What follows belongs to an exercise in optimizing a design on an open flow for small area, a short achievable clock period and few clock cycles per item; a production flow would make more cautious choices.
Where RTL was checked, it was by simulation tests only, not by an equivalence proof against the original.
Power figures rest on the tool's default switching activity, not on a simulated workload.

Setup of main:
==> flow/design.v (excerpt) <==
module blur_mask_top (
  input  logic                     clock,
  input  logic                     reset,
  input  logic                     pix_write,
  input  logic [4-1:0]     pix_col,
  input  logic [3-1:0]     pix_row,
  input  logic [3*8-1:0] pix_rgb,
  input  logic                     start,
  output logic                     busy,
  output logic                     mask_valid,
  output logic [4-1:0]     mask_col,
  output logic [8-1:0]   mask_bits,
  output logic                     done
);
  logic [16-1:0]              wr_col_n;
  logic [8-1:0]              wr_row_n;
  logic [6-1:0]              wr_data;
  logic [16-1:0]              rd_sel;
  logic                                first_col;
  logic [8*6-1:0]  column;
  pixel_loader loader_i (
    .clock     (clock),
    .pix_write (pix_write),
    .pix_col   (pix_col),
    .pix_row   (pix_row),
    .pix_rgb   (pix_rgb),
    .wr_col_n (wr_col_n),
    .wr_row_n (wr_row_n),
    .wr_data    (wr_data)
  );
  frame_memory memory_i (
    .clock     (clock),
    .wr_col_n (wr_col_n),
    .wr_row_n (wr_row_n),
    .wr_data   (wr_data),
    .rd_sel    (rd_sel),
    .rd_column (column)
  );
  column_fetch fetch_i (
    .clock      (clock),
    .reset      (reset),
    .start      (start),
    .wr_col0    (!wr_col_n[0]),
    .busy       (busy),
    .rd_sel     (rd_sel),
    .first_col  (first_col),
    .mask_valid (mask_valid),
    .mask_col   (mask_col),
    .done       (done)
  );
  blur_mask_stage stage_i (
    .clock     (clock),
    .column    (column),
    .first_col (first_col),
    .mask_bits (mask_bits)
  );
endmodule
For scale: about 2700 cells after synthesis, roughly 50 I/O pins, about 41000 um^2 of cells after synthesis.
clock: 6.0 ns
lec_check: 0
cap_margin: 20
core_margin: 2
core_utilization: 55
cts_cluster_diameter: 100
cts_cluster_size: 30
setup_slack_margin: 3.7
slew_margin: 20
run.sh (not shown) runs the stock make flow with config.mk's settings and CLKGATE_MAP_FILE= SYNTH_SCRIPT=/design/flow/synth_recipe.tcl, a recipe that flattens the netlist after the stock synthesis.
The final layout from main, which completed every stage, passed the timing, design-rule and antenna checks at the end of the flow.
Testbench counts of main, summed over its fixed seeds: cycles 7,056, frames 48.
The following lists how the feature branch was set up differently from main:
diff --git a/flow/config.mk b/flow/config.mk
--- a/flow/config.mk
+++ b/flow/config.mk
@@ -10 +10 @@
-export CORE_UTILIZATION = 55
+export CORE_UTILIZATION = 65
## What came out
- Non-clock buffer count in the feature branch is about 2.7% higher than in main
- The feature branch and main ended up with roughly the same synthesis-to-finish area growth.
- [the feature branch] share of total power in sequential cells fell 0.7 points relative to main
- In terms of sequential share of layout area, main and the feature branch differ only marginally.
- The run showing the smaller utilization is main.
- Going from main to the feature branch, width of the die fell about 8%; worst endpoint required time fell 1.71 ns.

Another version of the RTL of blur_mask_top (not shown whole).
Size: about 2700 cells after synthesis, about 1000 flip-flops, ~50 I/O pins, about 41000 sq um of cells after synthesis.
==> flow/design.v (excerpt) <==
module blur_mask_top (
  input  logic                     clock,
  input  logic                     reset,
  input  logic                     pix_write,
  input  logic [4-1:0]     pix_col,
  input  logic [3-1:0]     pix_row,
  input  logic [3*8-1:0] pix_rgb,
  input  logic                     start,
  output logic                     busy,
  output logic                     mask_valid,
  output logic [4-1:0]     mask_col,
  output logic [8-1:0]   mask_bits,
  output logic                     done
);
  logic [16-1:0]              wr_col_n;
  logic [8-1:0]              wr_row_n;
  logic [6-1:0]              wr_data;
  logic [16-1:0]              rd_sel;
  logic                                first_col;
  logic [8*6-1:0]  column;
  pixel_loader loader_i (
    .clock     (clock),
    .pix_write (pix_write),
    .pix_col   (pix_col),
    .pix_row   (pix_row),
    .pix_rgb   (pix_rgb),
    .wr_col_n (wr_col_n),
    .wr_row_n (wr_row_n),
    .wr_data    (wr_data)
  );
  frame_memory memory_i (
    .clock     (clock),
    .wr_col_n (wr_col_n),
    .wr_row_n (wr_row_n),
    .wr_data   (wr_data),
    .rd_sel    (rd_sel),
    .rd_column (column)
  );
  column_fetch fetch_i (
    .clock      (clock),
    .reset      (reset),
    .start      (start),
    .wr_col0    (!wr_col_n[0]),
    .busy       (busy),
    .rd_sel     (rd_sel),
    .first_col  (first_col),
    .mask_valid (mask_valid),
    .mask_col   (mask_col),
    .done       (done)
  );
  blur_mask_stage stage_i (
    .clock     (clock),
    .column    (column),
    .first_col (first_col),
    .mask_bits (mask_bits)
  );
endmodule
clock: 6.0 ns
lec_check: 0
cap_margin: 20
core_margin: 2
core_utilization: 65
cts_cluster_diameter: 100
cts_cluster_size: 30
setup_slack_margin: 3.7
slew_margin: 20
tns_end_percent: 10
==> next run, changes <==
--- a/flow/config.mk
+++ b/flow/config.mk
@@ -14,2 +14 @@
 export SLEW_MARGIN = 20
-export TNS_END_PERCENT = 10
Critical path depth drops by 1.
Hold slack is better by 0.0044 ns.
Cell area stays flat.
Global-route usage is about the same.
Setup slack is better by 0.059 ns.
Count of clock-buffer cells in the layout does not change.
Maximum frequency climbs by 2.5%.
Synthesized cell count stays the same.
Clock skew stays flat.
Power is about the same.
No functional check of the RTL was part of any run of this note.

oak:
Another version of the RTL of blur_mask_top (not shown whole).
Size in the first run: roughly 2700 cells after synthesis, ~0.041 mm² of cells after synthesis.
Design blur_mask_top, start of the top module:
module blur_mask_top (
  input  logic                     clock,
  input  logic                     reset,
  input  logic                     pix_write,
  input  logic [4-1:0]     pix_col,
  input  logic [3-1:0]     pix_row,
  input  logic [3*8-1:0] pix_rgb,
  input  logic                     start,
  output logic                     busy,
  output logic                     mask_valid,
  output logic [4-1:0]     mask_col,
  output logic [8-1:0]   mask_bits,
  output logic                     done
);
==> flow/config.mk <==
export PLATFORM = sky130hd
export DESIGN_NAME = blur_mask_top
export DESIGN_NICKNAME = blur_mask_top
export VERILOG_FILES = /design/flow/design.v
export SDC_FILE = /design/flow/constraint.sdc
export NUM_CORES = 4
export LEC_CHECK = 0
export CAP_MARGIN = 20
export CORE_MARGIN = 2
export CORE_UTILIZATION = 65
export CTS_CLUSTER_DIAMETER = 150
export CTS_CLUSTER_SIZE = 30
export PLACE_DENSITY = 0.8
export SETUP_SLACK_MARGIN = 3.8
export SLEW_MARGIN = 20
==> flow/constraint.sdc <==
create_clock -name core_clock -period 6.0 [get_ports {clock}]
set_input_delay 1.2000 -clock core_clock [delete_from_list [all_inputs] [get_ports {clock}]]
set_output_delay 1.2000 -clock core_clock [all_outputs]
set_load 0.01 [all_outputs]
Testbench counts of oak, summed over its fixed seeds: cycles 7,056, frames 48.
What pine does differently from oak at the input level:
Settings: swapping 150 for 100 in CTS_CLUSTER_DIAMETER; swapping 3.8 for 3.2 in SETUP_SLACK_MARGIN.
==> comparison <==
Run comparison: oak endpoint of the most critical setup path busy; pine endpoint of the most critical setup path mask_col[2]
Lower sequential group share of total power was reported by pine, not oak.
Looking at the reports, pine completed the entire flow and the layout it produced met the timing, design-rule and antenna checks.
The run showing the smaller worst-case setup margin in the final layout is pine.
Lower routed wire length per instance among pine and oak: pine
[compare] base=oak new=pine: post-placement cell area did not really move; overall track demand over capacity in global routing has remained practically unchanged; final cell count without fillers about even; largest net degree at the start of global routing moved up.
Input changes introduced in birch (baseline for comparison: pine):
Settings: a change of SETUP_SLACK_MARGIN from 3.2 to 3.6.
Results
Any difference in number of vias per cell after detailed routing between pine and birch is small enough to ignore.
[birch vs pine] first-pass GRT wire length: higher in birch
Cell area after layout essentially unchanged between pine and birch.
Lower post-place setup slack was reported by birch, not pine.
Re final critical path time including I/O delays and setup: birch is 0.39 ns down on pine.
The non-clock buffer count in birch is 1.10 times that in pine.
Standard cell with the maximum stage delay on the critical path = sky130_fd_sc_hd__dfxtp_1: birch; standard cell with the maximum stage delay on the critical path = sky130_fd_sc_hd__clkdlybuf4s50_1: pine
birch vs. pine: xor and xnor area share after synthesis essentially unchanged; total power of the final layout decreased about 0.3%.
pine -> birch: cell area power density flat
Input changes introduced in maple (baseline for comparison: birch):
Settings: SETUP_SLACK_MARGIN now 3.8, was 3.6; CTS_CLUSTER_DIAMETER now 60, was 100.
## What came out
- Time the final worst path needs with I/O delays and setup, maple and birch, higher one = birch.
- In maple the number of setup buffers added after CTS turned out 4 higher than in birch.
- In terms of met1 routing resource usage after global routing, maple and birch differ only marginally.
- Detailed-route wire length per cell was higher in the run labelled maple.
- As far as sequential cell count goes, birch and maple are indistinguishable; the numbers are identical.
- birch and maple ended up with roughly the same placed standard-cell area.
- In the tables for maple and birch, sequential portion of the cell area reads lower with maple.
- Wire length deteriorates in maple relative to birch.

blur_mask_top, a different RTL version from the one above (not shown whole).
Size: about 2,700 cells after synthesis, about 980 flip-flops, roughly 50 I/O pins.
Settings: LEC_CHECK=0, CAP_MARGIN=20, CORE_MARGIN=2, CORE_UTILIZATION=60, SETUP_SLACK_MARGIN=3.5, SLEW_MARGIN=20; clock period 6.0 ns.
The first run finished with timing, DRC and antenna clean.
Testbench counts at the start, summed over its fixed seeds: cycles 7,008, frames 48.
Then changed:
CORE_UTILIZATION = 40   (was 60)
SETUP_SLACK_MARGIN = not set   (was 3.5)
After rerunning: Cell area fell by about 8%. Clock skew fell by 0.0092 ns. Synthesized cell count stays the same. Via count fell by 7.0%. Combinational power fell by about 22%. Setup slack degrades by 0.86 ns. Sequential power stays flat. Synthesized area is unchanged.
Then changed:
SETUP_SLACK_MARGIN = 3.5   (was not set)
=> Die area is unchanged. Combinational power is higher by about 27%. Area after synthesis stays the same. Flip-flop and latch count does not change. Power rose by 5.6%. Non-clock buffer count came out higher by 200. Final cell count climbs by 4.7%. First-iteration DRC count grows by 26%.
Then changed:
ABC_CLOCK_PERIOD_IN_PS = 2500   (was not set)
Outcome:
- The changed run finished clean
- combinational power stays flat
- fmax is unchanged
- total power is unchanged
- core utilization does not change
- die area does not change
- wire length stays the same

== job 101 ==
blur_mask_top, a different RTL version from the one above (not shown whole).
Size: about 2700 cells after synthesis, roughly 1000 flip-flops.
// blur_mask_top
module blur_mask_top (
  input  logic                     clock,
  input  logic                     reset,
  input  logic                     pix_write,
  input  logic [4-1:0]     pix_col,
  input  logic [3-1:0]     pix_row,
  input  logic [3*8-1:0] pix_rgb,
  input  logic                     start,
  output logic                     busy,
  output logic                     mask_valid,
  output logic [4-1:0]     mask_col,
  output logic [8-1:0]   mask_bits,
  output logic                     done
);
clock: 6.0 ns
lec_check: 0
cap_margin: 20
core_margin: 2
core_utilization: 65
cts_cluster_diameter: 100
cts_cluster_size: 30
setup_slack_margin: 4.0
slew_margin: 20
Testbench counts of job 101, summed over its fixed seeds: cycles 7,056, frames 48.
Edits applied to the flow inputs when going from job 101 to job 102:
- a change of CORE_UTILIZATION from 65 to 40
- a change of SETUP_SLACK_MARGIN from 4.0 to 3.7
Results
On job 102: layout-stage area growth over the synthesis result is 1.3 points lower than what job 101 gave.
The total design power number comes out lower for job 102 vs job 101.
Measured against job 102, the maximum VDD drop of job 101 comes out at 1.3 times the reference value.
Summary of job 102 over job 101: number of antenna diodes saw a decrease; shortest period the worst path allows saw an increase; overall die area saw an increase; worst setup slack saw a decrease; number of detailed-routing iterations run before antenna repair saw an increase.
Compared to job 101, job 102 has largest driver fanout on the critical path 3 lower.

Setup of v6:
Another version of the RTL of blur_mask_top (not shown whole).
For scale: ~2600 cells after synthesis, roughly 1000 flip-flops, ~50 I/O pins.
clock: 6.0 ns
lec_check: 0
cap_margin: 20
core_margin: 2
core_utilization: 40
cts_cluster_diameter: 100
cts_cluster_size: 30
setup_slack_margin: 4.0
slew_margin: 20
v6 finished all stages; the layout is clean.
Relative to v6, the following input files were edited for v7:
Settings: CTS_CLUSTER_SIZE: 30 -> unset; CTS_CLUSTER_DIAMETER: 100 -> unset.
Results
Wire length per cell after detailed routing (v7 vs. v6) decreases slightly. v6 → v7: aggregate routed wire length now larger; met3 usage now larger. Of v7 and v6, the run reporting the higher count of instances resized after the clock tree is built was v6. Going from v6 to v7, relative slew slack shrinks by 1.2 points.
No functional check of the RTL was part of any run of this note.

The RTL this note starts from:
==> flow/design.v <==
`timescale 1ns/1ns
`default_nettype none
module frame_memory (
  input  logic                                 clock,
  input  logic [16-1:0]               wr_col_n,
  input  logic [8-1:0]               wr_row_n,
  input  logic [6-1:0]               wr_data,
  input  logic [16-1:0]               rd_sel,
  output logic [8*6-1:0]   rd_column
);
  localparam int COL_W = 8 * 6;
  logic [16*COL_W-1:0] storage;
  for (genvar a = 0; a < 16 * 8; a++) begin : g_word
    always_ff @(posedge clock) begin
      if (!wr_col_n[a / 8] && !wr_row_n[a % 8]) begin
        storage[a*6 +: 6] <= wr_data;
      end
    end
  end
  always_comb begin
    rd_column = '0;
    for (int c = 0; c < 16; c++) begin
      rd_column = rd_column | (storage[c*COL_W +: COL_W] & {COL_W{rd_sel[c]}});
    end
  end
endmodule
`default_nettype wire
`timescale 1ns/1ns
`default_nettype none
module pixel_loader (
  input  logic                     clock,
  input  logic                     pix_write,
  input  logic [4-1:0]     pix_col,
  input  logic [3-1:0]     pix_row,
  input  logic [3*8-1:0] pix_rgb,
  output logic [16-1:0]   wr_col_n,
  output logic [8-1:0]   wr_row_n,
  output logic [6-1:0]   wr_data,
  output logic                     taken_col0,
  output logic                     taken_col1,
  output logic                     landing_col0
);
  logic                   taken;
  logic [4-1:0]   taken_col;
  logic [3-1:0]   taken_row;
  logic [5:0]             red;
  logic [6:0]             green;
  logic [5:0]             blue;
  logic [8-1:0] grey;
  always_ff @(posedge clock) begin
    taken     <= pix_write;
    taken_col <= pix_col;
    taken_row <= pix_row;
    red       <= pix_rgb[23:18];
    green     <= pix_rgb[15:9];
    blue      <= pix_rgb[7:2];
  end
  assign grey = 8'(red) + 8'(green) + 8'(blue);
  always_ff @(posedge clock) begin
    for (int c = 0; c < 16; c++) wr_col_n[c] <= !(taken && taken_col == 4'(c));
    for (int r = 0; r < 8; r++) wr_row_n[r] <= !(taken_row == 3'(r));
    wr_data <= grey[8-1:2];
  end
  assign taken_col0   = taken && taken_col == 4'(0);
  assign taken_col1   = taken && taken_col == 4'(1);
  assign landing_col0 = !wr_col_n[0];
endmodule
`default_nettype wire
`timescale 1ns/1ns
`default_nettype none
module column_fetch (
  input  logic                     clock,
  input  logic                     reset,
  input  logic                     start,
  input  logic                     taken_col0,
  input  logic                     taken_col1,
  input  logic                     landing_col0,
  output logic                     busy,
  output logic [16-1:0]   rd_sel,
  output logic                     first_col,
  output logic                     mask_valid,
  output logic [4-1:0]     mask_col,
  output logic                     done
);
  localparam int N = 16;
  logic [N+2:0] sel;
  logic first_d;
  logic last_d;
  logic held_last;
  logic due;
  logic due_d;
  logic held_due;
  assign due = busy && |sel[N:1];
  assign rd_sel    = sel[N-1:0];
  assign first_col = first_d;
  always_ff @(posedge clock) begin
    if (reset) begin
      first_d    <= 1'b1;
      last_d     <= 1'b0;
      held_last  <= 1'b0;
      due_d      <= 1'b0;
      held_due   <= 1'b0;
    end else begin
      due_d      <= due;
      held_due   <= due_d;
      first_d    <= sel[0];
      last_d     <= sel[N];
      held_last  <= last_d;
    end
  end
  logic step;
  logic hold;
  assign step = (busy && !hold) || (start && !taken_col0 && !taken_col1 && !landing_col0);
  always_ff @(posedge clock) begin
    hold <= !reset && !busy && start && taken_col0;
  end
  always_ff @(posedge clock) begin
    sel[0] <= reset || (step ? sel[N+2] : sel[0]);
    for (int i = 1; i <= N + 2; i++) sel[i] <= !reset && step && sel[i-1];
  end
  always_ff @(posedge clock) begin
    if (reset) begin
      busy       <= 1'b0;
      mask_valid <= 1'b0;
      done       <= 1'b0;
    end else if (!busy) begin
      mask_valid <= 1'b0;
      done       <= 1'b0;
      if (start) busy <= 1'b1;
    end else begin
      mask_valid <= held_due;
      done       <= held_due && held_last;
      if (held_due && held_last) busy <= 1'b0;
    end
  end
  logic showing;
  always_ff @(posedge clock) begin
    showing  <= !reset && held_due;
    mask_col <= showing ? mask_col + 1'b1 : '0;
  end
endmodule
`default_nettype wire
`timescale 1ns/1ns
`default_nettype none
module blur_mask_stage (
  input  logic                               clock,
  input  logic [8*6-1:0] column,
  input  logic                               first_col,
  output logic [8-1:0]             mask_bits
);
  localparam int SW = 6;
  localparam logic [5:0] SAT = 6'(32 + 1);
  logic [8*SW-1:0] column_q;
  logic [5:0] side      [8];
  logic [6:0] fold      [8];
  logic [5:0] need      [8];
  logic       passed    [8];
  logic [SW-1:0] q [8+2];
  logic [5:0] side_next [8];
  logic [1:0] extra [8];
  logic [8:0] short [8];
  always_comb begin
    q[0] = '0;
    q[8+1] = '0;
    for (int r = 0; r < 8; r++) q[r+1] = column_q[r*SW +: SW];
    for (int r = 0; r < 8; r++) begin
      side_next[r] = 6'(q[r] >> 2) + 6'(q[r+1] >> 1) + 6'(q[r+2] >> 2);
      extra[r]     = 2'(q[r][1]) + 2'(q[r+1][0]) + 2'(q[r+2][1]);
      short[r]     = 9'(SAT + 2) + {2'b11, ~fold[r]} + {2'b11, ~side[r], 1'b1};
    end
  end
  always_ff @(posedge clock) begin
    column_q <= column;
    for (int r = 0; r < 8; r++) begin
      side[r]      <= side_next[r];
      fold[r]      <= 7'(first_col ? 6'd0 : side[r]) + 7'(extra[r]);
      need[r]      <= short[r][5:0];
      passed[r]    <= short[r][8];
      mask_bits[r] <= passed[r] || (side[r] >= need[r]);
    end
  end
endmodule
`default_nettype wire
`timescale 1ns/1ns
`default_nettype none
module blur_mask_top (
  input  logic                     clock,
  input  logic                     reset,
  input  logic                     pix_write,
  input  logic [4-1:0]     pix_col,
  input  logic [3-1:0]     pix_row,
  input  logic [3*8-1:0] pix_rgb,
  input  logic                     start,
  output logic                     busy,
  output logic                     mask_valid,
  output logic [4-1:0]     mask_col,
  output logic [8-1:0]   mask_bits,
  output logic                     done
);
  logic [16-1:0]              wr_col_n;
  logic [8-1:0]              wr_row_n;
  logic [6-1:0]              wr_data;
  logic                                taken_col0;
  logic                                taken_col1;
  logic                                landing_col0;
  logic [16-1:0]              rd_sel;
  logic                                first_col;
  logic [8*6-1:0]  column;
  pixel_loader loader_i (
    .clock     (clock),
    .pix_write (pix_write),
    .pix_col   (pix_col),
    .pix_row   (pix_row),
    .pix_rgb   (pix_rgb),
    .wr_col_n (wr_col_n),
    .wr_row_n (wr_row_n),
    .wr_data    (wr_data),
    .taken_col0   (taken_col0),
    .taken_col1   (taken_col1),
    .landing_col0 (landing_col0)
  );
  frame_memory memory_i (
    .clock     (clock),
    .wr_col_n (wr_col_n),
    .wr_row_n (wr_row_n),
    .wr_data   (wr_data),
    .rd_sel    (rd_sel),
    .rd_column (column)
  );
  column_fetch fetch_i (
    .clock      (clock),
    .reset      (reset),
    .start      (start),
    .taken_col0   (taken_col0),
    .taken_col1   (taken_col1),
    .landing_col0 (landing_col0),
    .busy       (busy),
    .rd_sel     (rd_sel),
    .first_col  (first_col),
    .mask_valid (mask_valid),
    .mask_col   (mask_col),
    .done       (done)
  );
  blur_mask_stage stage_i (
    .clock     (clock),
    .column    (column),
    .first_col (first_col),
    .mask_bits (mask_bits)
  );
endmodule
`default_nettype wire
export LEC_CHECK = 0
export CAP_MARGIN = 20
export CORE_MARGIN = 2
export CORE_UTILIZATION = 70
export CTS_CLUSTER_DIAMETER = 100
export CTS_CLUSTER_SIZE = 30
export SETUP_SLACK_MARGIN = 3.7
export SLEW_MARGIN = 20
create_clock -name core_clock -period 6.0 [get_ports {clock}]
The starting point went through all stages and came out clean.
Testbench counts at the start, summed over its fixed seeds: cycles 7,056, frames 48.
Edit:
Settings changed: CAP_MARGIN 20 to 5, CORE_UTILIZATION 70 to 65, SETUP_SLACK_MARGIN 3.7 to 3.8, SLEW_MARGIN 20 to 5.
What happened: Worst setup slack gets better by 0.011 ns. Critical path depth is unchanged. Synthesized cell count stays the same. Non-clock buffer count drops by 1. First-iteration DRC count drops by 3.5%. Wire length climbs by 0.87%. Utilization drops by 5.7 points. Total power drops by 0.39%. Sequential power stays flat.
Edit:
Settings changed: CAP_MARGIN 5 to 20, SLEW_MARGIN 5 to 20.
After rerunning: The changed run passed the timing, design-rule and antenna checks; routed wire length is unchanged; via count stays the same; synthesized area is unchanged; sequential cell count does not change; design area stays the same; combinational power stays flat; setup slack is unchanged; total power is unchanged; synthesized cell count does not change.

port drivers added, routing unchanged:
No port has a modelled driver above. Below, the same layouts with a new extraction and two added sets of constraints. Step 1 sets driving cells, clkbuf_16 on the clock port and buf_2 on the other inputs (assumed; they add their load-dependent delay and slew). Step 2, shift: input delay + t, output delay - t, t = (earliest + latest rising clock arrival at the registers) / 2. This alone moves slack from input paths to output paths. a / b / c = ideal / step 1 / step 2; a / b = the first two.
| run | t (ns) | slack for setup (ns) | pins driven straight from the clock port |
|---|---|---|---|
| main | 0.693 | 3.674 / 3.616 / 3.027 | 1 |
| the feature branch | 0.671 | 3.708 / 3.644 / 3.101 | 1 |
| the first run of note 2 | 0.674 | 3.619 / 3.583 / 2.987 | 1 |
| the second run of note 2 | 0.675 | 3.678 / 3.619 / 3.043 | 1 |
| oak | 0.677 | 3.715 / 3.651 / 3.434 | 1 |
| pine | 0.672 | 3.260 / 3.201 / 3.472 | 1 |
| birch | 0.679 | 3.646 / 3.583 / 3.392 | 1 |
| maple | 0.688 | 3.691 / 3.631 / 3.444 | 1 |
| the first run of note 4 | 0.716 | 2.966 / 2.966 / 2.851 | 1 |
| the second run of note 4 | 0.734 | 2.103 / 2.103 / 2.103 | 1 |
| the third run of note 4 | 0.724 | 2.979 / 2.979 / 2.849 | 1 |
| the fourth run of note 4 | 0.724 | 2.979 / 2.979 / 2.849 | 1 |
| job 101 | 0.667 | 3.615 / 3.549 / 2.991 | 1 |
| job 102 | 0.691 | 3.584 / 3.517 / 3.021 | 1 |
| v6 | 0.673 | 3.528 / 3.528 / 3.038 | 1 |
| v7 | 0.720 | 3.502 / 3.502 / 3.031 | 1 |
| the first run of note 7 | 0.680 | 3.695 / 3.635 / 3.440 | 1 |
| the second run of note 7 | 0.687 | 3.705 / 3.642 / 3.464 | 1 |
| the third run of note 7 | 0.687 | 3.705 / 3.642 / 3.464 | 1 |
After both steps every run listed still meets setup and hold. The setup slack of main, which loses most, moves by -0.058 ns with the drivers and by -0.647 ns with both steps.
